Source: an optimization exercise on an open RTL-to-GDS flow (aim: small area, a short achievable clock period and few clock cycles per item). Production flows keep margins and buffers that such runs may drop.
In this exercise RTL edits were held to simulation tests only and were not proved equivalent to the original.

Setup of try-pepper:
==> flow/design.v (excerpt) <==
module lms_two_input_neuron_trainer
(
  input  logic         clk,
  input  logic         rst,
  input  logic         sample_valid,
  output logic         sample_ready,
  input  logic [49:0]  sample,
  output logic         result_valid,
  input  logic         result_ready,
  output logic [104:0] result,
  input  logic         cfg_write,
  input  logic [1:0]   cfg_index,
  input  logic [23:0]  cfg_data
);
Settings: LEC_CHECK=0, ABC_AREA=1, CAP_MARGIN=5, CORE_MARGIN=2, CORE_UTILIZATION=60, SETUP_SLACK_MARGIN=0.5, SLEW_MARGIN=5; clock period 7.5 ns.
run.sh (not shown) runs the stock make flow with config.mk's settings and CLKGATE_MAP_FILE= SYNTH_SCRIPT=/design/flow/synth_recipe.tcl, a recipe that flattens the netlist after the stock synthesis.
Testbench counts of try-pepper, summed over its fixed seeds: cycles 13,626, items 3,200.
Here is what was changed in the inputs of try-zinc compared with try-pepper.
Settings: ABC_AREA removed (was 1); SETUP_SLACK_MARGIN removed (was 0.5); CAP_MARGIN changed from 5 to 20; CORE_UTILIZATION changed from 60 to 40; SLEW_MARGIN changed from 5 to 20.
[summary]
- For try-zinc and try-pepper, there was not a single run that failed to finish clean.
- Compare try-zinc and try-pepper | instance area at placement higher: try-zinc
- try-zinc vs try-pepper, wire length on met1 went up by about 22%.
- From try-pepper to try-zinc the numbers moved as follows: routed wire length now larger; distinct cell type count of the synthesized netlist now larger; worst-skew pair later-pin latency now smaller.
- Summary of try-zinc over try-pepper: minimum setup slack in the final design down 0.47 ns, number of max-slew violations in the final report flat.
- Going from try-pepper to try-zinc, number of signal-net inverters in the final layout shrank by 50%, global-route wire length before repair grew by 7.0%.
Relative to try-zinc, the following input files were edited for try-amber:
Settings: CORE_UTILIZATION: 40 -> 60; ABC_AREA: unset -> 1; CAP_MARGIN: 20 -> 5; SLEW_MARGIN: 20 -> 5.
Every stage of the flow completed for try-amber, and the final layout passed the timing, design-rule and antenna checks. [try-amber] logic depth of the worst register-to-register path rose 15% relative to try-zinc. Capturing element of the worst setup path = a_r[17]: try-zinc; capturing element of the worst setup path = m_r[6]: try-amber. Uppermost metal layer occupied by signal nets = met5: try-zinc; uppermost metal layer occupied by signal nets = met4: try-amber. Higher data arrival time of the critical path among try-amber and try-zinc: try-zinc. The run with more routed wire is try-zinc, not try-amber. Count of mapped cells out of synthesis delta for try-amber relative to try-zinc: 656 higher.
Setup changes, try-amber to try-raven
Settings: a deleted ABC_AREA that had been 1.
==> comparison <==
Fmax: try-raven lower than try-amber
Highest-delay cell along the critical path: sky130_fd_sc_hd__fa_1 -> try-raven, sky130_fd_sc_hd__fa_2 -> try-amber
Between try-raven and try-amber, instance count on the critical path is higher for try-amber, try-raven comes in under that.
From the logs: try-raven reached the end of the flow and failed the layout checks with negative setup slack.
There was hardly any difference in worst hold slack between try-raven and try-amber.
Compared with try-amber, in try-raven global-route usage moved up; number of standard cells after synthesis -656; count of buffers added by post-CTS timing repair for setup went up by 8; share of the clock period used by the worst path after layout increased by 3.6 points relative to the old numbers.
| global routing met1 resource utilization | try-raven vs try-amber | 2.9 points higher |
try-raven against try-amber; first-pass GRT wire length is up by a little under 10%.


lms_two_input_neuron_trainer again, from the RTL that the note above started with.
==> flow/design.v (excerpt) <==
module lms_two_input_neuron_trainer
(
  input  logic         clk,
  input  logic         rst,
  input  logic         sample_valid,
  output logic         sample_ready,
  input  logic [49:0]  sample,
  output logic         result_valid,
  input  logic         result_ready,
  output logic [104:0] result,
  input  logic         cfg_write,
  input  logic [1:0]   cfg_index,
  input  logic [23:0]  cfg_data
);
Settings: LEC_CHECK=0, ABC_AREA=1, CAP_MARGIN=5, CORE_MARGIN=2, CORE_UTILIZATION=60, SETUP_SLACK_MARGIN=1.0, SLEW_MARGIN=5; clock period 7.5 ns.
The first run passed the timing, design-rule and antenna checks.
Testbench counts at the start, summed over its fixed seeds: cycles 13,626, items 3,200.
Then changed:
SETUP_SLACK_MARGIN = 0.6   (was 1.0)
Outcome:
- worst hold slack degrades by 0.0036 ns
- clock-buffer cell count rises by 1
- routed wire length drops by about 6%
- final area falls by about 5%
- flip-flop and latch count does not change
- setup slack gains 0.22 ns
- global-route usage decreases by 0.99 points
Then changed:
SETUP_SLACK_MARGIN = 0.4   (was 0.6)
- design area fell by 1.9%
- critical path depth goes down by 12
- register-to-register slack got worse by 0.11 ns
- flip-flop and latch count is unchanged
- via count is lower by 0.81%

-- separate check: timing with driven ports --
How much do the figures lean on ideal ports? The routed layouts below were timed once more, with nothing changed but the port constraints. Step 1 (the two cells are an assumption about what drives the block):
set clk [get_ports {clk}]
set_driving_cell -lib_cell sky130_fd_sc_hd__clkbuf_16 $clk
set_driving_cell -lib_cell sky130_fd_sc_hd__buf_2 [delete_from_list [all_inputs] $clk]
Step 2 moves the port delays by t, midway between the first and last clock arrival at a register: inputs arrive t later, outputs are due t later. That takes back most of the time a late clock gives input paths. Slacks: no drivers / after step 1 / after step 2; pairs: no drivers / after step 1.
run | shift t [ns] | slack for setup (ns) | worst data-port slew with drivers (ns) | pins driven straight from the clock port
try-pepper | 0.655 | 0.604 / 0.604 / 0.604 | 0.07 | 1
try-zinc | 0.647 | 0.132 / 0.132 / 0.132 | 0.05 | 1
try-amber | 0.651 | 0.228 / 0.228 / 0.228 | 0.06 | 1
try-raven | 0.653 | -0.040 / -0.040 / -0.040 | 0.07 | 1
the first run of note 2 | 0.639 | 0.378 / 0.378 / 0.378 | 0.07 | 1
the second run of note 2 | 0.651 | 0.596 / 0.596 / 0.596 | 0.07 | 1
the third run of note 2 | 0.656 | 0.485 / 0.485 / 0.485 | 0.07 | 1
